Background: an optimization exercise with open tools, aiming at a short achievable clock period and few clock cycles per item. Do not read the settings as production practice.
In this exercise RTL edits were held to simulation tests only and were not proved equivalent to the original.
Power is estimated from default activity; no workload was simulated.

File: design/flow/config.mk
export PLATFORM = sky130hd
export DESIGN_NAME = tcp_engine
export DESIGN_NICKNAME = tcp_engine
export VERILOG_FILES = /design/flow/design.v
export SDC_FILE = /design/flow/constraint.sdc
export NUM_CORES = 4
export LEC_CHECK = 0
export CAP_MARGIN = 20
export CORE_MARGIN = 2
export CORE_UTILIZATION = 40
export SLEW_MARGIN = 20
File: design/flow/constraint.sdc
create_clock -name core_clock -period 8.5 [get_ports {clk}]
set_input_delay 1.7000 -clock core_clock [delete_from_list [all_inputs] [get_ports {clk}]]
set_output_delay 1.7000 -clock core_clock [all_outputs]
set_load 0.01 [all_outputs]
File: design/flow/design.v
`timescale 1ns/1ps
package tcp_pkg;
    localparam int NUM_FLOWS = 4;
    localparam int FLOWID_W  = 2;
    localparam int SEQ_W     = 32;
    localparam int LEN_W     = 16;
    localparam int MAX_SEG   = 64;
    typedef logic [FLOWID_W-1:0]  flowid_t;
    typedef logic [SEQ_W-1:0]     seq_t;
    typedef logic [LEN_W-1:0]     len_t;
    typedef logic [NUM_FLOWS-1:0] flow_mask_t;
    typedef struct packed {
        logic ack;
        logic data;
    } tcp_flags_t;
    typedef struct packed {
        flowid_t flowid;
        seq_t    seq;
        len_t    len;
    } rx_hdr_t;
    typedef struct packed {
        seq_t       seq;
        seq_t       ack;
        tcp_flags_t flags;
    } tcp_hdr_t;
    typedef struct packed {
        flowid_t  flowid;
        tcp_hdr_t hdr;
        len_t     len;
    } send_pkt_t;
    typedef enum logic {
        TX_IDLE,
        TX_SEND
    } tx_state_e;
endpackage
`timescale 1ns/1ps
module tcp_rx (
     input                          clk
    ,input                          rst
    ,input                          rx_hdr_val
    ,input  tcp_pkg::rx_hdr_t       rx_hdr
    ,output logic                   rx_hdr_rdy
    ,output tcp_pkg::flowid_t       rx_flowid
    ,input  tcp_pkg::seq_t          rx_exp_seq
    ,input  tcp_pkg::seq_t          rx_head_seq
    ,output logic                   exp_wr_val
    ,output tcp_pkg::flowid_t       exp_wr_flowid
    ,output tcp_pkg::seq_t          exp_wr_seq
    ,output logic                   ack_val
    ,output tcp_pkg::send_pkt_t     ack_pkt
    ,input                          ack_rdy
);
    logic           hdr_xfer;
    logic           in_order;
    tcp_pkg::seq_t  next_exp;
    assign rx_hdr_rdy = ~ack_val | ack_rdy;
    assign hdr_xfer   = rx_hdr_val & rx_hdr_rdy;
    assign rx_flowid = rx_hdr.flowid;
    assign in_order  = rx_hdr.seq == rx_exp_seq;
    assign next_exp  = in_order ? rx_exp_seq + tcp_pkg::seq_t'(rx_hdr.len) : rx_exp_seq;
    assign exp_wr_val    = hdr_xfer & in_order;
    assign exp_wr_flowid = rx_hdr.flowid;
    assign exp_wr_seq    = next_exp;
    always_ff @(posedge clk) begin
        if (rst) begin
            ack_val <= 1'b0;
        end else if (hdr_xfer) begin
            ack_val <= 1'b1;
        end else if (ack_rdy) begin
            ack_val <= 1'b0;
        end
    end
    always_ff @(posedge clk) begin
        if (hdr_xfer) begin
            ack_pkt.flowid         <= rx_hdr.flowid;
            ack_pkt.hdr.seq        <= rx_head_seq;
            ack_pkt.hdr.ack        <= next_exp;
            ack_pkt.hdr.flags.ack  <= 1'b1;
            ack_pkt.hdr.flags.data <= 1'b0;
            ack_pkt.len            <= '0;
        end
    end
endmodule
`timescale 1ns/1ps
module tcp_tx (
     input                          clk
    ,input                          rst
    ,input                          grant_val
    ,input  tcp_pkg::flowid_t       grant_flowid
    ,output logic                   grant_rdy
    ,output tcp_pkg::flowid_t       tx_flowid
    ,input  tcp_pkg::seq_t          tx_head_seq
    ,input  tcp_pkg::seq_t          tx_tail_seq
    ,input  tcp_pkg::seq_t          tx_exp_seq
    ,output logic                   head_adv_val
    ,output tcp_pkg::flowid_t       head_adv_flowid
    ,output tcp_pkg::len_t          head_adv_len
    ,output logic                   data_val
    ,output tcp_pkg::send_pkt_t     data_pkt
    ,input                          data_rdy
);
    tcp_pkg::tx_state_e state_q;
    tcp_pkg::tx_state_e state_d;
    logic               grant_xfer;
    tcp_pkg::seq_t      avail;
    tcp_pkg::len_t      seg_len;
    assign grant_rdy  = state_q == tcp_pkg::TX_IDLE;
    assign grant_xfer = grant_val & grant_rdy;
    assign data_val   = state_q == tcp_pkg::TX_SEND;
    assign tx_flowid = grant_flowid;
    assign avail   = tx_tail_seq - tx_head_seq;
    assign seg_len = (avail > tcp_pkg::seq_t'(tcp_pkg::MAX_SEG))
                   ? tcp_pkg::len_t'(tcp_pkg::MAX_SEG)
                   : tcp_pkg::len_t'(avail);
    assign head_adv_val    = grant_xfer;
    assign head_adv_flowid = grant_flowid;
    assign head_adv_len    = seg_len;
    always_comb begin
        state_d = state_q;
        unique case (state_q)
            tcp_pkg::TX_IDLE: begin
                if (grant_xfer) begin
                    state_d = tcp_pkg::TX_SEND;
                end
            end
            tcp_pkg::TX_SEND: begin
                if (data_rdy) begin
                    state_d = tcp_pkg::TX_IDLE;
                end
            end
            default: begin
                state_d = tcp_pkg::TX_IDLE;
            end
        endcase
    end
    always_ff @(posedge clk) begin
        if (rst) begin
            state_q <= tcp_pkg::TX_IDLE;
        end else begin
            state_q <= state_d;
        end
    end
    always_ff @(posedge clk) begin
        if (grant_xfer) begin
            data_pkt.flowid         <= grant_flowid;
            data_pkt.hdr.seq        <= tx_head_seq;
            data_pkt.hdr.ack        <= tx_exp_seq;
            data_pkt.hdr.flags.ack  <= 1'b1;
            data_pkt.hdr.flags.data <= 1'b1;
            data_pkt.len            <= seg_len;
        end
    end
endmodule
`timescale 1ns/1ps
module flow_state_regs (
     input                          clk
    ,input                          rst
    ,input                          tail_wr_val
    ,input  tcp_pkg::flowid_t       tail_wr_flowid
    ,input  tcp_pkg::seq_t          tail_wr_ptr
    ,input                          exp_wr_val
    ,input  tcp_pkg::flowid_t       exp_wr_flowid
    ,input  tcp_pkg::seq_t          exp_wr_seq
    ,input                          head_adv_val
    ,input  tcp_pkg::flowid_t       head_adv_flowid
    ,input  tcp_pkg::len_t          head_adv_len
    ,input  tcp_pkg::flowid_t       rx_flowid
    ,input  tcp_pkg::flowid_t       tx_flowid
    ,output tcp_pkg::seq_t          rx_exp_seq
    ,output tcp_pkg::seq_t          rx_head_seq
    ,output tcp_pkg::seq_t          tx_head_seq
    ,output tcp_pkg::seq_t          tx_tail_seq
    ,output tcp_pkg::seq_t          tx_exp_seq
    ,output tcp_pkg::flow_mask_t    pending
);
    tcp_pkg::seq_t exp_q  [tcp_pkg::NUM_FLOWS];
    tcp_pkg::seq_t head_q [tcp_pkg::NUM_FLOWS];
    tcp_pkg::seq_t tail_q [tcp_pkg::NUM_FLOWS];
    always_ff @(posedge clk) begin
        if (rst) begin
            for (int i = 0; i < tcp_pkg::NUM_FLOWS; i++) begin
                exp_q[i]  <= '0;
                head_q[i] <= '0;
                tail_q[i] <= '0;
            end
        end else begin
            if (exp_wr_val) begin
                exp_q[exp_wr_flowid] <= exp_wr_seq;
            end
            if (head_adv_val) begin
                head_q[head_adv_flowid] <= head_q[head_adv_flowid]
                                         + tcp_pkg::seq_t'(head_adv_len);
            end
            if (tail_wr_val) begin
                tail_q[tail_wr_flowid] <= tail_wr_ptr;
            end
        end
    end
    assign rx_exp_seq  = exp_q[rx_flowid];
    assign rx_head_seq = head_q[rx_flowid];
    assign tx_head_seq = head_q[tx_flowid];
    assign tx_tail_seq = tail_q[tx_flowid];
    assign tx_exp_seq  = exp_q[tx_flowid];
    always_comb begin
        for (int i = 0; i < tcp_pkg::NUM_FLOWS; i++) begin
            pending[i] = head_q[i] != tail_q[i];
        end
    end
endmodule
`timescale 1ns/1ps
module rr_sched (
     input                          clk
    ,input                          rst
    ,input  tcp_pkg::flow_mask_t    pending
    ,output logic                   grant_val
    ,output tcp_pkg::flowid_t       grant_flowid
    ,input                          grant_rdy
);
    tcp_pkg::flowid_t last_q;
    tcp_pkg::flowid_t cand;
    tcp_pkg::flowid_t pick_flowid;
    logic             pick_val;
    always_comb begin
        pick_val    = 1'b0;
        pick_flowid = last_q;
        cand        = last_q;
        for (int i = 1; i <= tcp_pkg::NUM_FLOWS; i++) begin
            cand = last_q + tcp_pkg::flowid_t'(i);
            if (!pick_val && pending[cand]) begin
                pick_val    = 1'b1;
                pick_flowid = cand;
            end
        end
    end
    always_ff @(posedge clk) begin
        if (rst) begin
            grant_val    <= 1'b0;
            grant_flowid <= '0;
            last_q       <= '1;
        end else if (grant_val && grant_rdy) begin
            grant_val <= 1'b0;
            last_q    <= grant_flowid;
        end else if (!grant_val) begin
            grant_val    <= pick_val;
            grant_flowid <= pick_flowid;
        end
    end
endmodule
`timescale 1ns/1ps
module send_pkt_mux (
     input                          clk
    ,input                          rst
    ,input                          ack_val
    ,input  tcp_pkg::send_pkt_t     ack_pkt
    ,output logic                   ack_rdy
    ,input                          data_val
    ,input  tcp_pkg::send_pkt_t     data_pkt
    ,output logic                   data_rdy
    ,output logic                   tx_pkt_val
    ,output tcp_pkg::send_pkt_t     tx_pkt
    ,input                          tx_pkt_rdy
);
    logic out_free;
    assign out_free = ~tx_pkt_val | tx_pkt_rdy;
    assign ack_rdy  = out_free;
    assign data_rdy = out_free & ~ack_val;
    always_ff @(posedge clk) begin
        if (rst) begin
            tx_pkt_val <= 1'b0;
        end else if (out_free) begin
            tx_pkt_val <= ack_val | data_val;
        end
    end
    always_ff @(posedge clk) begin
        if (out_free) begin
            if (ack_val) begin
                tx_pkt <= ack_pkt;
            end else if (data_val) begin
                tx_pkt <= data_pkt;
            end
        end
    end
endmodule
`timescale 1ns/1ps
module tcp_engine (
     input                          clk
    ,input                          rst
    ,input                          rx_hdr_val
    ,input  logic [49:0]            rx_hdr       
    ,output logic                   rx_hdr_rdy
    ,input                          tail_wr_val
    ,input  logic [1:0]             tail_wr_flowid
    ,input  logic [31:0]            tail_wr_ptr
    ,output logic                   tx_pkt_val
    ,output logic [83:0]            tx_pkt       
    ,input                          tx_pkt_rdy
);
    tcp_pkg::rx_hdr_t       rx_hdr_s;
    tcp_pkg::send_pkt_t     tx_pkt_s;
    assign rx_hdr_s = rx_hdr;
    assign tx_pkt   = tx_pkt_s;
    tcp_pkg::flowid_t       rx_flowid;
    tcp_pkg::seq_t          rx_exp_seq;
    tcp_pkg::seq_t          rx_head_seq;
    logic                   exp_wr_val;
    tcp_pkg::flowid_t       exp_wr_flowid;
    tcp_pkg::seq_t          exp_wr_seq;
    tcp_pkg::flowid_t       tx_flowid;
    tcp_pkg::seq_t          tx_head_seq;
    tcp_pkg::seq_t          tx_tail_seq;
    tcp_pkg::seq_t          tx_exp_seq;
    logic                   head_adv_val;
    tcp_pkg::flowid_t       head_adv_flowid;
    tcp_pkg::len_t          head_adv_len;
    tcp_pkg::flow_mask_t    pending;
    logic                   grant_val;
    tcp_pkg::flowid_t       grant_flowid;
    logic                   grant_rdy;
    logic                   ack_val;
    tcp_pkg::send_pkt_t     ack_pkt;
    logic                   ack_rdy;
    logic                   data_val;
    tcp_pkg::send_pkt_t     data_pkt;
    logic                   data_rdy;
    tcp_rx rx_engine (
         .clk           (clk            )
        ,.rst           (rst            )
        ,.rx_hdr_val    (rx_hdr_val     )
        ,.rx_hdr        (rx_hdr_s       )
        ,.rx_hdr_rdy    (rx_hdr_rdy     )
        ,.rx_flowid     (rx_flowid      )
        ,.rx_exp_seq    (rx_exp_seq     )
        ,.rx_head_seq   (rx_head_seq    )
        ,.exp_wr_val    (exp_wr_val     )
        ,.exp_wr_flowid (exp_wr_flowid  )
        ,.exp_wr_seq    (exp_wr_seq     )
        ,.ack_val       (ack_val        )
        ,.ack_pkt       (ack_pkt        )
        ,.ack_rdy       (ack_rdy        )
    );
    tcp_tx tx_engine (
         .clk               (clk                )
        ,.rst               (rst                )
        ,.grant_val         (grant_val          )
        ,.grant_flowid      (grant_flowid       )
        ,.grant_rdy         (grant_rdy          )
        ,.tx_flowid         (tx_flowid          )
        ,.tx_head_seq       (tx_head_seq        )
        ,.tx_tail_seq       (tx_tail_seq        )
        ,.tx_exp_seq        (tx_exp_seq         )
        ,.head_adv_val      (head_adv_val       )
        ,.head_adv_flowid   (head_adv_flowid    )
        ,.head_adv_len      (head_adv_len       )
        ,.data_val          (data_val           )
        ,.data_pkt          (data_pkt           )
        ,.data_rdy          (data_rdy           )
    );
    flow_state_regs flow_regs (
         .clk               (clk                )
        ,.rst               (rst                )
        ,.tail_wr_val       (tail_wr_val        )
        ,.tail_wr_flowid    (tail_wr_flowid     )
        ,.tail_wr_ptr       (tail_wr_ptr        )
        ,.exp_wr_val        (exp_wr_val         )
        ,.exp_wr_flowid     (exp_wr_flowid      )
        ,.exp_wr_seq        (exp_wr_seq         )
        ,.head_adv_val      (head_adv_val       )
        ,.head_adv_flowid   (head_adv_flowid    )
        ,.head_adv_len      (head_adv_len       )
        ,.rx_flowid         (rx_flowid          )
        ,.tx_flowid         (tx_flowid          )
        ,.rx_exp_seq        (rx_exp_seq         )
        ,.rx_head_seq       (rx_head_seq        )
        ,.tx_head_seq       (tx_head_seq        )
        ,.tx_tail_seq       (tx_tail_seq        )
        ,.tx_exp_seq        (tx_exp_seq         )
        ,.pending           (pending            )
    );
    rr_sched tx_scheduler (
         .clk           (clk            )
        ,.rst           (rst            )
        ,.pending       (pending        )
        ,.grant_val     (grant_val      )
        ,.grant_flowid  (grant_flowid   )
        ,.grant_rdy     (grant_rdy      )
    );
    send_pkt_mux tx_mux (
         .clk           (clk            )
        ,.rst           (rst            )
        ,.ack_val       (ack_val        )
        ,.ack_pkt       (ack_pkt        )
        ,.ack_rdy       (ack_rdy        )
        ,.data_val      (data_val       )
        ,.data_pkt      (data_pkt       )
        ,.data_rdy      (data_rdy       )
        ,.tx_pkt_val    (tx_pkt_val     )
        ,.tx_pkt        (tx_pkt_s       )
        ,.tx_pkt_rdy    (tx_pkt_rdy     )
    );
endmodule
File: design/flow/run.sh
#!/bin/bash
# synth_recipe.tcl (not shown) runs the flow's synth.tcl, then flattens the netlist and writes it again
# the make line also repeats each setting of config.mk as NAME=value (left out here)
make -C /OpenROAD-flow-scripts/flow DESIGN_CONFIG=/design/flow/config.mk WORK_HOME=/design/flow/orfs CLKGATE_MAP_FILE= SYNTH_SCRIPT=/design/flow/synth_recipe.tcl finish
==> summary.md <==
| Metric | Value |
|---|---|
| TritonRoute pass-1 iters | `6` |
| Final hold viol count | `0` |
| Dpl hpwl | `72000 um` |
| Port Buffers | `173` |
| Path type of the worst setup path | `reg2reg` |
| CP Capture Type | `flip-flop` |
| Synth Instances | `2385` |
| Die Wd | `288 um` |
| Total gr overflow | `0` |
| Initial core utilization | `0.403` |
| WHS Endpoint | `tx_engine.data_pkt[82]` |
| Xor-xnor portion of the synthesized cell area | `0.0609` |
| Ranking of synthesized cells by area | `edfxtp_1 (57%), mux4_2 (11%), xnor2_1 (3.9%)` |
| Top cell type's share of synthesized area | `0.571` |
| Worst-path fanout max | `27` |
| Number of enable flip-flop cells after synthesis | `slightly above 600` |
| Synth Area in Compound Gates | `0.0487` |
| Hold path cells | `0` |
| Synth Area in Simple Gates | `0.121` |
| Power Density | `229 nW/um^2` |
| Startpoint Class | `flip-flop` |
| Final period utilization | `0.944` |
| Most common cell after layout, fill and taps aside | `edfxtp_1` |
| Diodes inserted | `0` |
| Cts hold-fix bufs | `0` |
| Least-Margin Pin Slew | `977 ps` |
| Worst-skew pair later-pin latency | `640 ps` |
| Vias | `21400` |
| TritonCTS clock tree | `done` |
| Remaining antenna violation count after routing | `0` |
| Share of cells above drive strength 1 | `0.163` |
| Total Power | `8.60 mW` |
| Vias per cell | `5.81` |
| Post-Layout Cell Count | `3689` |
| Die Y | `between 200 and 300 um` |
| Final GP Congestion | `0.976` |
| Post-synth cell types | `79` |
| R2R Setup Slk | `470 ps` |
| Fin nets | `2727` |
| Tmin final | `8030 ps` |
| Crit path DAT | `between 8000 and 9000 ps` |
| Sink Count | `625` |
| Status | `complete, no violations` |
| Avg Cell Area, Syn | `13.6 um^2` |
| Clock buffer depth | `3` |
| Setup bufs post-CTS | `0` |
| CTS H-tree lvls | `3` |
| Largest family of logic cells by synthesized area | `multiplexers` |
| Largest net degree at the start of global routing | `53` |
| Total number of yosys warnings | `5` |
| Max-slew violation count | `0` |
| Required @ worst endpoint | `8840 ps` |
| Yosys reg bits | `625` |
| RSZ-0062 raised after global routing | `false` |
| Initial antenna violation count | `1` |
| CTS Buf Count | `70` |
| Hold path startpoint | `tx_scheduler.grant_flowid[0]` |
| Area grow syn2layout | `16.3%` |
| Worst VDD drop | `147 uV` |
| Max Clock Skew | `30.6 ps` |
| Clk pin slew, worst setup/hold paths | `around 70 ps` |
| Drc violations | `0` |
| Number of global-route vias before repair | `21700` |
| R2r endpoint | `flow_regs.head_q[2][22]` |
| Register-to-Register Path Depth | `27` |
| GRT Overall Usage | `0.249` |
| Multiplexer share of the synthesized area | `0.139` |
| Die area | `83100 um^2` |
| Synthesized area | `32300 um^2` |
| Setup violators final | `0` |
| Top cell type by total area after synthesis | `edfxtp_1` |
| Post-cts sizing count | `0` |
| Slew headroom | `0.349` |
| Static Leak | `13.2 nW` |
| Total Wirelength | `~100000 um` |
| Total of max-cap violations | `0` |
| First-pass GRT wire length | `about 150000 um` |
| Dpl cells | `3561` |
| Iter 0 DRT Violations | `~2300` |
| Top Ports | `between 150 and 200` |
| Setup_tns | `0 ps` |
| Cell row count | `104` |
| Utilization after layout | `0.469` |
| WL per Instance | `27.9 um` |
| Clock root buffer | `clkbuf_16` |
| Peak Freq | `0.125 GHz` |
| Hold crit path type | `reg2reg` |
| Most frequent cells in the layout | `edfxtp_1 (615), nor2_1 (288), clkdlybuf4s50_1 (171), mux4_2 (160), xnor2_1 (143)` |
| Post-synth ARST share | `0` |
| Top_reg_cell synth | `edfxtp_1` |
| Adder-Cell Fraction of Synth Area | `0.0258` |
| Post-synthesis sequential area ratio | `0.577` |
| Total core area | `80300 um^2` |
-- stage by stage --
stage	area, um^2	hold slack, ps	setup WS [ps]
after detailed placement	35400	496	510
after floorplan	32400	422	378
final	37600	501	473
after global routing	37600	512	0.151
after global placement	35400	509	580
after CTS	37600	503	470
-- report_power, final --
| part | total [mW] | switching, mW | internal, mW |
|---|---|---|---|
| combinational | 1.79 | 1.09 | 0.692 |
| sequential | 3.80 | 0.155 | 3.65 |
| clock | 3.01 | 1.30 | 1.71 |
| total | 8.60 | 2.55 | 6.05 |
-- critical path: stages, from the launching register on --
cell	delay, ps
dfxtp_4	470
buf_12	260
mux4_2	600
ha_1	380
nor2_1	90
a211oi_2	350
nor2b_1	160
o211ai_1	450
nand4_1	240
or4_1	540
or4b_1	550
a2111oi_2	200
and4b_2	370
nand2_4	90
nor2_2	140
ha_1	300
a21o_1	200
a21oi_1	230
o21bai_1	100
a21oi_1	240
o21bai_1	160
a221oi_1	330
a21oi_1	210
a41oi_1	310
buf_4	230
nor3_1	70
xnor2_1	310
nor2_1	100
-- cell usage after synthesis, drive strengths merged (14+ instances only) --
library cell,count
inv,97
o21a,19
nand4,54
nand2b,17
a21o,15
nor3,50
mux2i,14
mux2,67
nand3,21
nor2,294
nor2b,31
nor4,32
or3,16
xor2,80
clkbuf,65
mux4,160
o21ai,39
ha,62
edfxtp,615
nand2,85
a21oi,98
buf,51
and2,131
xnor2,144
-- worst max path at each step --
| stage | from | end | slack [ps] |
|---|---|---|---|
| 3_3_place_gp | flip-flop | flow_regs.head_q[0][22] | 580 |
| 2_1_floorplan | flip-flop | flow_regs.head_q[1][20] | 380 |
| 3_5_place_dp | flip-flop | flow_regs.head_q[0][22] | 510 |
| 6_report | flip-flop | flow_regs.head_q[2][22] | 470 |
| 5_1_grt | flip-flop | flow_regs.head_q[2][22] | 0.2 |
| 4_1_cts | flip-flop | flow_regs.head_q[0][22] | 470 |
-- registers in the layout, summed over array words and instances (netlist names), named ones only --
| name | count |
|---|---|
| tx_mux.tx_pkt | 83 |
| tx_engine.data_pkt | 82 |
| tx_scheduler.grant_flowid | 2 |
| flow_regs.tail_q | 128 |
| tx_mux.tx_pkt_val | 1 |
| tx_scheduler.grant_val | 1 |
| flow_regs.exp_q | 128 |
| rx_engine.ack_pkt | 66 |
| tx_scheduler.last_q | 2 |
| rx_engine.ack_val | 1 |
| flow_regs.head_q | 128 |
| tx_engine.state_q | 1 |
-- layout make-up --
type | instances | area (um^2)
flip-flops and latches | 625 | 18700
inverters | 97 | 368
fillers | 7078 | 42700
multi-input cells | 1564 | 12900
clock inverters | 44 | 423
well taps | 1060 | 1330
clock buffers | 84 | 1820
repair buffers | 215 | 2090
-- kinds of logic (layout without fill, tap and decap cells) --
kind of cell	Yosys count	in the layout
AOI/OAI and AO/OA	242	242
adders and majority gates	65	65
and+or+nand+nor	773	773
xor gates and xnor gates	224	224
muxes	241	241
buffers and inverters	213	440
other	2	19
DFF	625	625
-- per-layer routing --
metal  track usage  share of wire  up-vias  wire length, um
met5             0              0        -                0
met4         0.100          0.040        0             4080
met3        0.0412          0.079      172             8170
met2         0.395           0.46     1104            47600
met1         0.342           0.42    10800            43200
li1              -              -     9307                -
Testbench counts, summed over its fixed seeds: cycles 3,032, packets 1,793.

[afterwards: timing with drivers on the ports]
How much do the figures lean on ideal ports? The routed layout below was timed once more, with nothing changed but the port constraints. Step 1, drivers: a clkbuf_16 drives clk and a buf_2 each remaining input, both assumed. Step 2 times the ports against the registers' clock, not the clock port: input delays grow and output delays shrink by t, the midpoint of the rising clock arrivals with the driver on. a / b / c = no drivers / after step 1 / after step 2; a / b = the first two.
t, ns: 0.683
setup WS [ns]: 0.473 / 0.473 / 0.473
worst setup path at the end: register to register
worst register clock-pin slew, ns: 0.07 / 0.07
worst data-port slew with drivers (ns): 0.05
After both steps setup and hold are still met in this run. For this run, drivers alone change the setup slack by 0.000 ns; drivers and shift together by 0.000 ns.
